Source: an optimization exercise on an open RTL-to-GDS flow (aim: a short achievable clock period and few clock cycles). Production flows keep margins and buffers that such runs may drop.
The RTL was checked by simulation tests, not by an equivalence proof against the original design.
Power is estimated from default activity; no workload was simulated.

==> flow/design.v <==
`timescale 1ns/1ns
package mips_pkg;
    typedef logic [31:0] word_t;     
    typedef logic [4:0]  reg_idx_t;  
    typedef logic [5:0]  opcode_t;   
    typedef logic [5:0]  funct_t;    
    typedef logic [3:0]  alu_sel_t;  
    typedef logic [1:0]  fwd_sel_t;  
    function automatic word_t fwd_pick(fwd_sel_t sel, word_t reg_val,
                                       word_t exmem_val, word_t wb_val);
        case (sel)
            2'd1: fwd_pick = exmem_val;  
            2'd2:    fwd_pick = wb_val;     
            default:    fwd_pick = reg_val;
        endcase
    endfunction
endpackage
`timescale 1ns/1ns
module pipe_control (
    input  mips_pkg::word_t    ifid_instr,
    input  mips_pkg::reg_idx_t idex_rs,
    input  mips_pkg::reg_idx_t idex_rt,
    input  mips_pkg::reg_idx_t idex_dst,
    input  logic               idex_reg_write,
    input  logic               idex_mem_read,
    input  mips_pkg::reg_idx_t exmem_dst,
    input  logic               exmem_reg_write,
    input  logic               exmem_mem_read,
    input  mips_pkg::reg_idx_t memwb_dst,
    input  logic               memwb_reg_write,
    output logic               reg_dst,
    output logic               alu_src,
    output logic               mem_read,
    output logic               mem_write,
    output logic               mem_to_reg,
    output logic               reg_write,
    output logic               branch,
    output mips_pkg::alu_sel_t alu_sel,
    output mips_pkg::fwd_sel_t fwd_a,
    output mips_pkg::fwd_sel_t fwd_b,
    output mips_pkg::fwd_sel_t br_fwd_a,
    output mips_pkg::fwd_sel_t br_fwd_b,
    output logic               stall
);
    mips_pkg::opcode_t  opcode;
    mips_pkg::funct_t   funct;
    mips_pkg::reg_idx_t ifid_rs;
    mips_pkg::reg_idx_t ifid_rt;
    logic     is_beq;            
    logic     uses_rs;           
    logic     uses_rt;           
    logic     dep_ex;            
    logic     dep_mem;           
    assign opcode  = ifid_instr[31:26];
    assign funct   = ifid_instr[5:0];
    assign ifid_rs = ifid_instr[25:21];
    assign ifid_rt = ifid_instr[20:16];
    always_comb begin
        reg_dst    = 1'b0;
        alu_src    = 1'b0;
        mem_read   = 1'b0;
        mem_write  = 1'b0;
        mem_to_reg = 1'b0;
        reg_write  = 1'b0;
        is_beq     = 1'b0;
        uses_rs    = 1'b0;
        uses_rt    = 1'b0;
        alu_sel    = 4'b0010;               
        case (opcode)
            6'h00: begin
                reg_dst   = 1'b1;             
                reg_write = 1'b1;
                uses_rs   = 1'b1;
                uses_rt   = 1'b1;
                case (funct)
                    6'h22: alu_sel = 4'b0110;
                    6'h24: alu_sel = 4'b0000;
                    6'h25:  alu_sel = 4'b0001;
                    6'h2a: alu_sel = 4'b0111;
                    default: alu_sel = 4'b0010;  
                endcase
            end
            6'h23: begin
                alu_src    = 1'b1;
                mem_read   = 1'b1;
                mem_to_reg = 1'b1;
                reg_write  = 1'b1;
                uses_rs    = 1'b1;            
            end
            6'h2b: begin
                alu_src   = 1'b1;
                mem_write = 1'b1;
                uses_rs   = 1'b1;
                uses_rt   = 1'b1;             
            end
            6'h04: begin
                is_beq  = 1'b1;
                uses_rs = 1'b1;
                uses_rt = 1'b1;
                alu_sel = 4'b0110;
            end
            6'h08: begin
                alu_src   = 1'b1;             
                reg_write = 1'b1;
                uses_rs   = 1'b1;
            end
            default: ;                        
        endcase
    end
    assign dep_ex  = (idex_dst != '0) && ((uses_rs && idex_dst == ifid_rs) ||
                                          (uses_rt && idex_dst == ifid_rt));
    assign dep_mem = (exmem_dst != '0) && ((uses_rs && exmem_dst == ifid_rs) ||
                                           (uses_rt && exmem_dst == ifid_rt));
    assign stall = (idex_mem_read && dep_ex) ||
                   (is_beq && idex_reg_write && dep_ex) ||
                   (is_beq && exmem_mem_read && dep_mem);
    assign branch = is_beq && !stall;         
    function automatic mips_pkg::fwd_sel_t pick_src(mips_pkg::reg_idx_t r);
        if (r == '0)
            pick_src = 2'd0;
        else if (exmem_reg_write && exmem_dst == r)
            pick_src = 2'd1;
        else if (memwb_reg_write && memwb_dst == r)
            pick_src = 2'd2;
        else
            pick_src = 2'd0;
    endfunction
    always_comb begin
        fwd_a    = pick_src(idex_rs);         
        fwd_b    = pick_src(idex_rt);
        br_fwd_a = pick_src(ifid_rs);         
        br_fwd_b = pick_src(ifid_rt);
    end
endmodule
`timescale 1ns/1ns
module fetch_unit (
    input  logic            clk,
    input  logic            rstn,
    input  logic            stall,
    input  logic            branch_taken,
    input  mips_pkg::word_t branch_target,
    input  mips_pkg::word_t imem_instr,
    output mips_pkg::word_t imem_addr,
    output mips_pkg::word_t ifid_instr,
    output mips_pkg::word_t ifid_pc4
);
    mips_pkg::word_t pc;
    mips_pkg::word_t pc4;
    assign imem_addr = pc;                    
    assign pc4       = pc + 32'd4;
    always_ff @(posedge clk) begin
        if (rstn) begin
            pc         <= 32'h0040_0000;
            ifid_instr <= 32'h0000_0000;          
        end else if (!stall) begin
            pc         <= branch_taken ? branch_target : pc4;
            ifid_instr <= imem_instr;         
        end
    end
    always_ff @(posedge clk) begin
        if (!stall)
            ifid_pc4 <= pc4;                  
    end
endmodule
`timescale 1ns/1ns
module reg_file (
    input  logic               clk,
    input  mips_pkg::reg_idx_t rs,
    input  mips_pkg::reg_idx_t rt,
    input  mips_pkg::reg_idx_t wr_idx,
    input  logic               wr_en,
    input  mips_pkg::word_t    wr_data,
    output mips_pkg::word_t    rs_data,
    output mips_pkg::word_t    rt_data
);
    mips_pkg::word_t regs [32];                         
    always_ff @(posedge clk) begin
        if (wr_en && wr_idx != '0)
            regs[wr_idx] <= wr_data;
    end
    assign rs_data = (rs == '0) ? '0 :
                     (wr_en && wr_idx == rs) ? wr_data : regs[rs];
    assign rt_data = (rt == '0) ? '0 :
                     (wr_en && wr_idx == rt) ? wr_data : regs[rt];
endmodule
`timescale 1ns/1ns
module decode_unit (
    input  logic               clk,
    input  logic               rstn,
    input  logic               stall,
    input  mips_pkg::word_t    ifid_instr,
    input  mips_pkg::word_t    ifid_pc4,
    input  mips_pkg::word_t    rs_data,
    input  mips_pkg::word_t    rt_data,
    input  mips_pkg::word_t    exmem_result,
    input  mips_pkg::word_t    wb_data,
    input  mips_pkg::fwd_sel_t br_fwd_a,
    input  mips_pkg::fwd_sel_t br_fwd_b,
    input  logic               reg_dst,
    input  logic               alu_src,
    input  logic               mem_read,
    input  logic               mem_write,
    input  logic               mem_to_reg,
    input  logic               reg_write,
    input  logic               branch,
    input  mips_pkg::alu_sel_t alu_sel,
    output logic               branch_taken,
    output mips_pkg::word_t    branch_target,
    output mips_pkg::word_t    idex_a,
    output mips_pkg::word_t    idex_b,
    output mips_pkg::word_t    idex_imm,
    output mips_pkg::reg_idx_t idex_rs,
    output mips_pkg::reg_idx_t idex_rt,
    output mips_pkg::reg_idx_t idex_dst,
    output logic               idex_alu_src,
    output logic               idex_mem_read,
    output logic               idex_mem_write,
    output logic               idex_mem_to_reg,
    output logic               idex_reg_write,
    output mips_pkg::alu_sel_t idex_alu_sel
);
    mips_pkg::word_t imm;
    mips_pkg::word_t cmp_a;
    mips_pkg::word_t cmp_b;
    assign imm           = {{16{ifid_instr[15]}}, ifid_instr[15:0]};
    assign branch_target = ifid_pc4 + {imm[29:0], 2'b00};  
    assign cmp_a         = mips_pkg::fwd_pick(br_fwd_a, rs_data, exmem_result, wb_data);
    assign cmp_b         = mips_pkg::fwd_pick(br_fwd_b, rt_data, exmem_result, wb_data);
    assign branch_taken  = branch && (cmp_a == cmp_b);
    always_ff @(posedge clk) begin
        if (rstn || stall) begin              
            idex_alu_src    <= 1'b0;
            idex_mem_read   <= 1'b0;
            idex_mem_write  <= 1'b0;
            idex_mem_to_reg <= 1'b0;
            idex_reg_write  <= 1'b0;
            idex_alu_sel    <= '0;
            idex_rs         <= '0;            
            idex_rt         <= '0;
            idex_dst        <= '0;
        end else begin
            idex_alu_src    <= alu_src;
            idex_mem_read   <= mem_read;
            idex_mem_write  <= mem_write;
            idex_mem_to_reg <= mem_to_reg;
            idex_reg_write  <= reg_write;
            idex_alu_sel    <= alu_sel;
            idex_rs         <= ifid_instr[25:21];
            idex_rt         <= ifid_instr[20:16];
            idex_dst        <= reg_dst ? ifid_instr[15:11] : ifid_instr[20:16];
        end
    end
    always_ff @(posedge clk) begin
        idex_a   <= rs_data;
        idex_b   <= rt_data;                  
        idex_imm <= imm;
    end
endmodule
`timescale 1ns/1ns
module execute_unit (
    input  logic               clk,
    input  logic               rstn,
    input  mips_pkg::word_t    idex_a,
    input  mips_pkg::word_t    idex_b,
    input  mips_pkg::word_t    idex_imm,
    input  mips_pkg::reg_idx_t idex_dst,
    input  logic               idex_alu_src,
    input  logic               idex_mem_read,
    input  logic               idex_mem_write,
    input  logic               idex_mem_to_reg,
    input  logic               idex_reg_write,
    input  mips_pkg::alu_sel_t idex_alu_sel,
    input  mips_pkg::fwd_sel_t fwd_a,
    input  mips_pkg::fwd_sel_t fwd_b,
    input  mips_pkg::word_t    wb_data,
    output mips_pkg::word_t    exmem_result,
    output mips_pkg::word_t    exmem_store,
    output mips_pkg::reg_idx_t exmem_dst,
    output logic               exmem_reg_write,
    output logic               exmem_mem_read,
    output logic               exmem_mem_write,
    output logic               exmem_mem_to_reg
);
    mips_pkg::word_t op_a;
    mips_pkg::word_t rt_val;                            
    mips_pkg::word_t op_b;
    mips_pkg::word_t alu_out;
    assign op_a   = mips_pkg::fwd_pick(fwd_a, idex_a, exmem_result, wb_data);
    assign rt_val = mips_pkg::fwd_pick(fwd_b, idex_b, exmem_result, wb_data);
    assign op_b   = idex_alu_src ? idex_imm : rt_val;
    always_comb begin
        case (idex_alu_sel)
            4'b0000: alu_out = op_a & op_b;
            4'b0001:  alu_out = op_a | op_b;
            4'b0110: alu_out = op_a - op_b;
            4'b0111: alu_out = {31'b0, $signed(op_a) < $signed(op_b)};
            default:  alu_out = op_a + op_b;   
        endcase
    end
    always_ff @(posedge clk) begin
        if (rstn) begin
            exmem_reg_write  <= 1'b0;
            exmem_mem_read   <= 1'b0;
            exmem_mem_write  <= 1'b0;
            exmem_mem_to_reg <= 1'b0;
        end else begin
            exmem_reg_write  <= idex_reg_write;
            exmem_mem_read   <= idex_mem_read;
            exmem_mem_write  <= idex_mem_write;
            exmem_mem_to_reg <= idex_mem_to_reg;
        end
    end
    always_ff @(posedge clk) begin
        exmem_result <= alu_out;               
        exmem_store  <= rt_val;
        exmem_dst    <= idex_dst;
    end
endmodule
`timescale 1ns/1ns
module writeback_unit (
    input  logic               clk,
    input  logic               rstn,
    input  mips_pkg::word_t    exmem_result,
    input  mips_pkg::word_t    dmem_rdata,
    input  mips_pkg::reg_idx_t exmem_dst,
    input  logic               exmem_reg_write,
    input  logic               exmem_mem_to_reg,
    output mips_pkg::word_t    wb_data,
    output mips_pkg::reg_idx_t memwb_dst,
    output logic               memwb_reg_write
);
    mips_pkg::word_t memwb_result;
    mips_pkg::word_t memwb_rdata;
    logic  memwb_mem_to_reg;
    always_ff @(posedge clk) begin
        if (rstn) begin
            memwb_reg_write  <= 1'b0;
            memwb_mem_to_reg <= 1'b0;
        end else begin
            memwb_reg_write  <= exmem_reg_write;
            memwb_mem_to_reg <= exmem_mem_to_reg;
        end
    end
    always_ff @(posedge clk) begin
        memwb_result <= exmem_result;
        memwb_rdata  <= dmem_rdata;            
        memwb_dst    <= exmem_dst;
    end
    assign wb_data = memwb_mem_to_reg ? memwb_rdata : memwb_result;
endmodule
`timescale 1ns/1ns
module mips_pipeline (
    input  logic            clk,
    input  logic            rstn,
    output mips_pkg::word_t imem_addr,
    input  mips_pkg::word_t imem_instr,
    output mips_pkg::word_t dmem_addr,
    output mips_pkg::word_t dmem_wdata,
    output logic            dmem_we,
    output logic            dmem_re,
    input  mips_pkg::word_t dmem_rdata
);
    mips_pkg::word_t    ifid_instr;
    mips_pkg::word_t    ifid_pc4;
    mips_pkg::word_t    branch_target;
    mips_pkg::word_t    rs_data;
    mips_pkg::word_t    rt_data;
    mips_pkg::word_t    idex_a;
    mips_pkg::word_t    idex_b;
    mips_pkg::word_t    idex_imm;
    mips_pkg::word_t    exmem_result;
    mips_pkg::word_t    exmem_store;
    mips_pkg::word_t    wb_data;
    mips_pkg::reg_idx_t idex_rs;
    mips_pkg::reg_idx_t idex_rt;
    mips_pkg::reg_idx_t idex_dst;
    mips_pkg::reg_idx_t exmem_dst;
    mips_pkg::reg_idx_t memwb_dst;
    mips_pkg::alu_sel_t alu_sel;
    mips_pkg::alu_sel_t idex_alu_sel;
    mips_pkg::fwd_sel_t fwd_a;
    mips_pkg::fwd_sel_t fwd_b;
    mips_pkg::fwd_sel_t br_fwd_a;
    mips_pkg::fwd_sel_t br_fwd_b;
    logic     stall;
    logic     branch_taken;
    logic     reg_dst;
    logic     alu_src;
    logic     mem_read;
    logic     mem_write;
    logic     mem_to_reg;
    logic     reg_write;
    logic     branch;
    logic     idex_alu_src;
    logic     idex_mem_read;
    logic     idex_mem_write;
    logic     idex_mem_to_reg;
    logic     idex_reg_write;
    logic     exmem_reg_write;
    logic     exmem_mem_read;
    logic     exmem_mem_write;
    logic     exmem_mem_to_reg;
    logic     memwb_reg_write;
    pipe_control u_control (.*);
    fetch_unit u_fetch (.*);
    reg_file u_regs (
        .clk     (clk),
        .rs      (ifid_instr[25:21]),
        .rt      (ifid_instr[20:16]),
        .wr_idx  (memwb_dst),
        .wr_en   (memwb_reg_write),
        .wr_data (wb_data),
        .rs_data (rs_data),
        .rt_data (rt_data)
    );
    decode_unit u_decode (.*);
    execute_unit u_execute (.*);
    writeback_unit u_writeback (.*);
    assign dmem_addr  = exmem_result;         
    assign dmem_wdata = exmem_store;
    assign dmem_we    = exmem_mem_write;
    assign dmem_re    = exmem_mem_read;
endmodule
==> flow/run.sh <==
#!/bin/bash
# synth_recipe.tcl (not shown) runs the flow's synth.tcl, then flattens the netlist and writes it again
# the make line also repeats each setting of config.mk as NAME=value (left out here)
make -C /OpenROAD-flow-scripts/flow DESIGN_CONFIG=/design/flow/config.mk WORK_HOME=/design/flow/orfs CLKGATE_MAP_FILE= SYNTH_SCRIPT=/design/flow/synth_recipe.tcl finish
==> flow/config.mk <==
export PLATFORM = sky130hd
export DESIGN_NAME = mips_pipeline
export DESIGN_NICKNAME = mips_pipeline
export VERILOG_FILES = /design/flow/design.v
export SDC_FILE = /design/flow/constraint.sdc
export NUM_CORES = 4
export LEC_CHECK = 0
export CAP_MARGIN = 20
export CORE_MARGIN = 2
export CORE_UTILIZATION = 40
export SLEW_MARGIN = 20
==> flow/constraint.sdc <==
create_clock -name core_clock -period 6.2 [get_ports {clk}]
set_input_delay 1.2400 -clock core_clock [delete_from_list [all_inputs] [get_ports {clk}]]
set_output_delay 1.2400 -clock core_clock [all_outputs]
set_load 0.01 [all_outputs]
==> flow_metrics.env <==
export IMPL_status="finished clean"
export IMPL_rsz0062_at_grt="false"
export IMPL_power_ir_vdd_worst_uv=271
export IMPL_min_period_over_period=0.935
export IMPL_gp_routability_congestion=0.958
export IMPL_final_core_util=0.465
export IMPL_floorplan_io_pins=164
export IMPL_viasPerCell=6.46
export IMPL_row_count=151
export IMPL_die_width_um=418
export IMPL_largest_register_ffs=1024
export IMPL_initial_antenna_violation_count=7
export IMPL_worst_ep_arrival_time_ns=6.55
export IMPL_core_area_mm2=0.170
export IMPL_maxClockFrequency_mhz=172
export IMPL_cts_hold_repair_buffers=0
export IMPL_critPathKind="reg2reg"
export IMPL_total_global_routing_track_utilization=0.280
export IMPL_place_hpwl_um=167000
export IMPL_regMostFlops="u_regs.regs"
export IMPL_clockRootBuffer="sky130_fd_sc_hd__clkbuf_16"
export IMPL_yosys_most_used_dff="sky130_fd_sc_hd__edfxtp_1"
export IMPL_pin_count_of_the_biggest_net_entering_global_routing=81
export IMPL_number_of_fill_cells_in_the_layout=14864
export IMPL_hold_path_class="reg2reg"
export IMPL_floorplan_initialDensity=0.403
export IMPL_globalRouteOverflowTotal=0
export IMPL_met2_usage=0.433
export IMPL_die_ar_mm2=0.174
export IMPL_cell_type_contributing_the_most_total_cell_area_after_synthesis="sky130_fd_sc_hd__edfxtp_1"
export IMPL_worst_setup_hold_path_clk_slew_ns=0.06
export IMPL_synth_register_bits=1375
export IMPL_power_leakage_nw=26.8
export IMPL_synthesis_area_per_instance_um2=13.6
export IMPL_yosys_top_cells_area="sky130_fd_sc_hd__edfxtp_1, sky130_fd_sc_hd__mux4_2, sky130_fd_sc_hd__dfxtp_1"
export IMPL_worst_slew_pin_slew_ns=1.18
export IMPL_setup_tns_final_ns=0
export IMPL_detailroute_via_count=49215
export IMPL_clock_tree_from_tritoncts="yes"
export IMPL_finalSetupViolCount=0
export IMPL_report_final_hold_viol_count=0
export IMPL_max_cap_violations=0
export IMPL_number_of_flops_mapped_to_enable_cells_by_yosys=1056
export IMPL_register_area_share_after_synthesis=0.557
export IMPL_wire_length_of_the_first_global_routing_pass_um=352000
export IMPL_ys_warn_count=6
export IMPL_slew_limit_headroom=0.213
export IMPL_cts_buffers_inserted=150
export IMPL_distinct_cell_type_count_after_synthesis=85
export IMPL_clock_latency_ns=0.82
export IMPL_finalClockSkew_ns=0.0577
export IMPL_final_layout_size_suffix_gt1_frac=0.194
export IMPL_finalNetCount=5489
export IMPL_numPortBuffers=163
export IMPL_mappedNetlistArea_mm2=0.0684
export IMPL_synthDominantCellAreaShare=0.464
export IMPL_global_route_peak_usage_layer="met2"
export IMPL_tritoncts_num_sinks=1375
export IMPL_routed_wire_length_per_instance_um=32.6
export IMPL_detail_route_antenna_nets=0
export IMPL_drcViolationCount=0
export IMPL_worst_path_max_fanout=27
export IMPL_htreeDepth=4
export IMPL_grt_pass1_vias=47695
export IMPL_cp_data_required_time_ns=6.95
export IMPL_post_cts_buffers=0
export IMPL_p_per_area_mw_per_mm2=325
export IMPL_netlist_instances=5022
export IMPL_route_final_wire_length_um=249000
export IMPL_worst_setup_path_start_kind="flip-flop"
export IMPL_drtPass1Iterations=8
export IMPL_endpoint_kind="flip-flop"
export IMPL_min_period_ns=5.80
export IMPL_first_iteration_detailed_routing_drc_count=7140
export IMPL_grtUsageMet3=0.0603
export IMPL_area_growth_syn_to_layout_pct=15.4
export IMPL_grtUsageMet1=0.378
export IMPL_cts_root_to_sink_buffers=3
export IMPL_place_inst=7352
export IMPL_timing_final_max_slew_violations=0
export IMPL_instances_no_fill=7619
export IMPL_dieHeight_um=418
export IMPL_ctsResizeCount=0
export IMPL_post_synth_arst_share=0
-- synth_stat cells, types with 33 or more instances --
| master | count |
|---|---|
| sky130_fd_sc_hd__ha_1 | 134 |
| sky130_fd_sc_hd__o21a_1 | 43 |
| sky130_fd_sc_hd__nor2_1 | 230 |
| sky130_fd_sc_hd__xnor2_1 | 75 |
| sky130_fd_sc_hd__a221oi_1 | 39 |
| sky130_fd_sc_hd__buf_4 | 34 |
| sky130_fd_sc_hd__xor2_1 | 48 |
| sky130_fd_sc_hd__edfxtp_1 | 1056 |
| sky130_fd_sc_hd__nor2b_1 | 55 |
| sky130_fd_sc_hd__nand3_1 | 89 |
| sky130_fd_sc_hd__buf_2 | 86 |
| sky130_fd_sc_hd__o22ai_1 | 132 |
| sky130_fd_sc_hd__a22o_1 | 72 |
| sky130_fd_sc_hd__mux2i_1 | 210 |
| sky130_fd_sc_hd__a22oi_1 | 229 |
| sky130_fd_sc_hd__o21ai_0 | 147 |
| sky130_fd_sc_hd__clkbuf_1 | 196 |
| sky130_fd_sc_hd__a21oi_1 | 222 |
| sky130_fd_sc_hd__mux4_2 | 438 |
| sky130_fd_sc_hd__inv_1 | 189 |
| sky130_fd_sc_hd__nor3_1 | 58 |
| sky130_fd_sc_hd__nor4_1 | 33 |
| sky130_fd_sc_hd__and3_1 | 44 |
| sky130_fd_sc_hd__dfxtp_1 | 319 |
| sky130_fd_sc_hd__nand4_1 | 33 |
| sky130_fd_sc_hd__nand2_1 | 297 |
-- cell families (layout without fill, tap and decap cells) --
logic type / after synthesis / in the layout / synth area share
and+or+nand+nor: 1014 / 1014 / 0.0737
buffers and inverters: 554 / 900 / 0.0350
AOI/OAI and AO/OA: 1152 / 1152 / 0.115
xor gates and xnor gates: 123 / 123 / 0.0157
DFF: 1375 / 1375 / 0.557
adders and majority gates: 137 / 137 / 0.0254
other: 1 / 34 / 0.0000548
muxes: 666 / 666 / 0.178
-- layout make-up --
type	instances	area [um2]	area share
clock buffers	186	4020	0.0509
flip-flops and latches	1375	38100	0.483
multi-input cells	3124	28300	0.359
clock inverters	79	905	0.0115
inverters	195	733	0.00929
repair buffers	440	4000	0.0506
well taps	2218	2780	0.0352
diodes	2	5.00	0.0000634
-- power by group --
part / leakage, nW / internal (mW) / total [mW] / switching, mW
clock network: 2.39 / 5.11 / 8.99 / 3.88
registers: 12.4 / 11.1 / 11.6 / 0.569
logic: 12.0 / 1.69 / 5.00 / 3.32
total: 26.8 / 17.9 / 25.6 / 7.77
-- routing by layer --
metal | share of wire | vias to the layer above
li1 | - | 20449
met1 | 0.40 | 25295
met2 | 0.45 | 2904
met3 | 0.097 | 561
met4 | 0.052 | 6
met5 | 0.00015 | -
-- per-stage QoR --
stage / setup WS, ns / area, um2 / total power [mW] / hold slack (ns)
4_1_cts: 0.307 / 78900 / 25.6 / 0.399
5_1_grt: 0.0133 / 78900 / 26.4 / 0.410
3_5_place_dp: 0.339 / 74000 / 16.7 / 0.390
3_3_place_gp: 0.348 / 73900 / 16.7 / 0.386
2_1_floorplan: 0.810 / 68500 / 14.3 / 0.329
6_report: 0.402 / 78900 / 25.6 / 0.400
-- worst paths after layout --
kind / slack, ns / cells past startpoint / endpoint / start
worst max register to register: 0.40 / 20 / u_execute.exmem_result[30] / u_execute.exmem_dst[3]
worst min-delay path: 0.40 / 0 / u_decode.idex_imm[5] / u_fetch.ifid_instr[5]
worst max-delay path: 0.40 / 20 / u_execute.exmem_result[30] / u_execute.exmem_dst[3]
worst min register to register: 0.40 / 0 / u_decode.idex_imm[5] / u_fetch.ifid_instr[5]
-- critical path, stage by stage, from the launching register on --
cell and delay [ns]:
sky130_fd_sc_hd__dfxtp_1 0.48, sky130_fd_sc_hd__xor2_1 0.10, sky130_fd_sc_hd__nor4_1 0.27, sky130_fd_sc_hd__and3_1 0.23
sky130_fd_sc_hd__o21a_1 0.20, sky130_fd_sc_hd__inv_1 0.06, sky130_fd_sc_hd__ha_2 0.47, sky130_fd_sc_hd__buf_4 0.31
sky130_fd_sc_hd__nor2_1 0.08, sky130_fd_sc_hd__a21oi_1 0.35, sky130_fd_sc_hd__o21a_1 0.23, sky130_fd_sc_hd__ha_1 0.26
sky130_fd_sc_hd__o21bai_1 0.19, sky130_fd_sc_hd__a211oi_1 0.29, sky130_fd_sc_hd__o21ai_0 0.15, sky130_fd_sc_hd__a21oi_1 0.42
sky130_fd_sc_hd__o21ai_0 0.28, sky130_fd_sc_hd__o31a_1 0.41, sky130_fd_sc_hd__o311a_1 0.37, sky130_fd_sc_hd__or4_1 0.50
sky130_fd_sc_hd__nand3_1 0.09
-- cell usage in the layout, fill, tap and decap left out, drive strengths merged, types with 63 or more instances in the layout --
master	Yosys	layout
a22oi	229	229
o21ai	153	153
o22ai	132	132
mux2i	210	210
inv	190	196
mux4	438	438
dfxtp	319	319
clkdlybuf4s50	0	162
buf	163	278
a21oi	222	222
clkbuf	196	186
xnor2	75	75
edfxtp	1056	1056
nand2	297	297
clkinv	5	63
nor2	230	230
ha	134	134
nand3	89	89
a22o	72	72
Testbench counts, summed over its fixed seeds: cycles 27,068.

separate check: timing with driven ports:
How much do the figures lean on ideal ports? The routed layout below was timed once more, with nothing changed but the port constraints.
Step 1 assumes that a clkbuf_16 drives the clock port and a buf_2 every other input.
Step 2 adds t to the input delays and takes it off the output delays; t is the mean of the earliest and latest rising clock arrival at the registers after step 1. Input paths then give back, and output paths get back, about the clock's delay inside the block.
Slacks: ideal ports / drivers / drivers and shift; pairs: ideal ports / drivers.
t, ns: 0.872
setup slack, ns: 0.402 / 0.402 / 0.402
hold WS [ns]: 0.400 / 0.400 / 0.400
latest minus earliest clock arrival (ns): 0.058 / 0.058
pins driven straight from the clock port: 1
After both steps setup and hold are still met in this run. For this run, drivers alone change the setup slack by 0.000 ns; drivers and shift together by 0.000 ns.
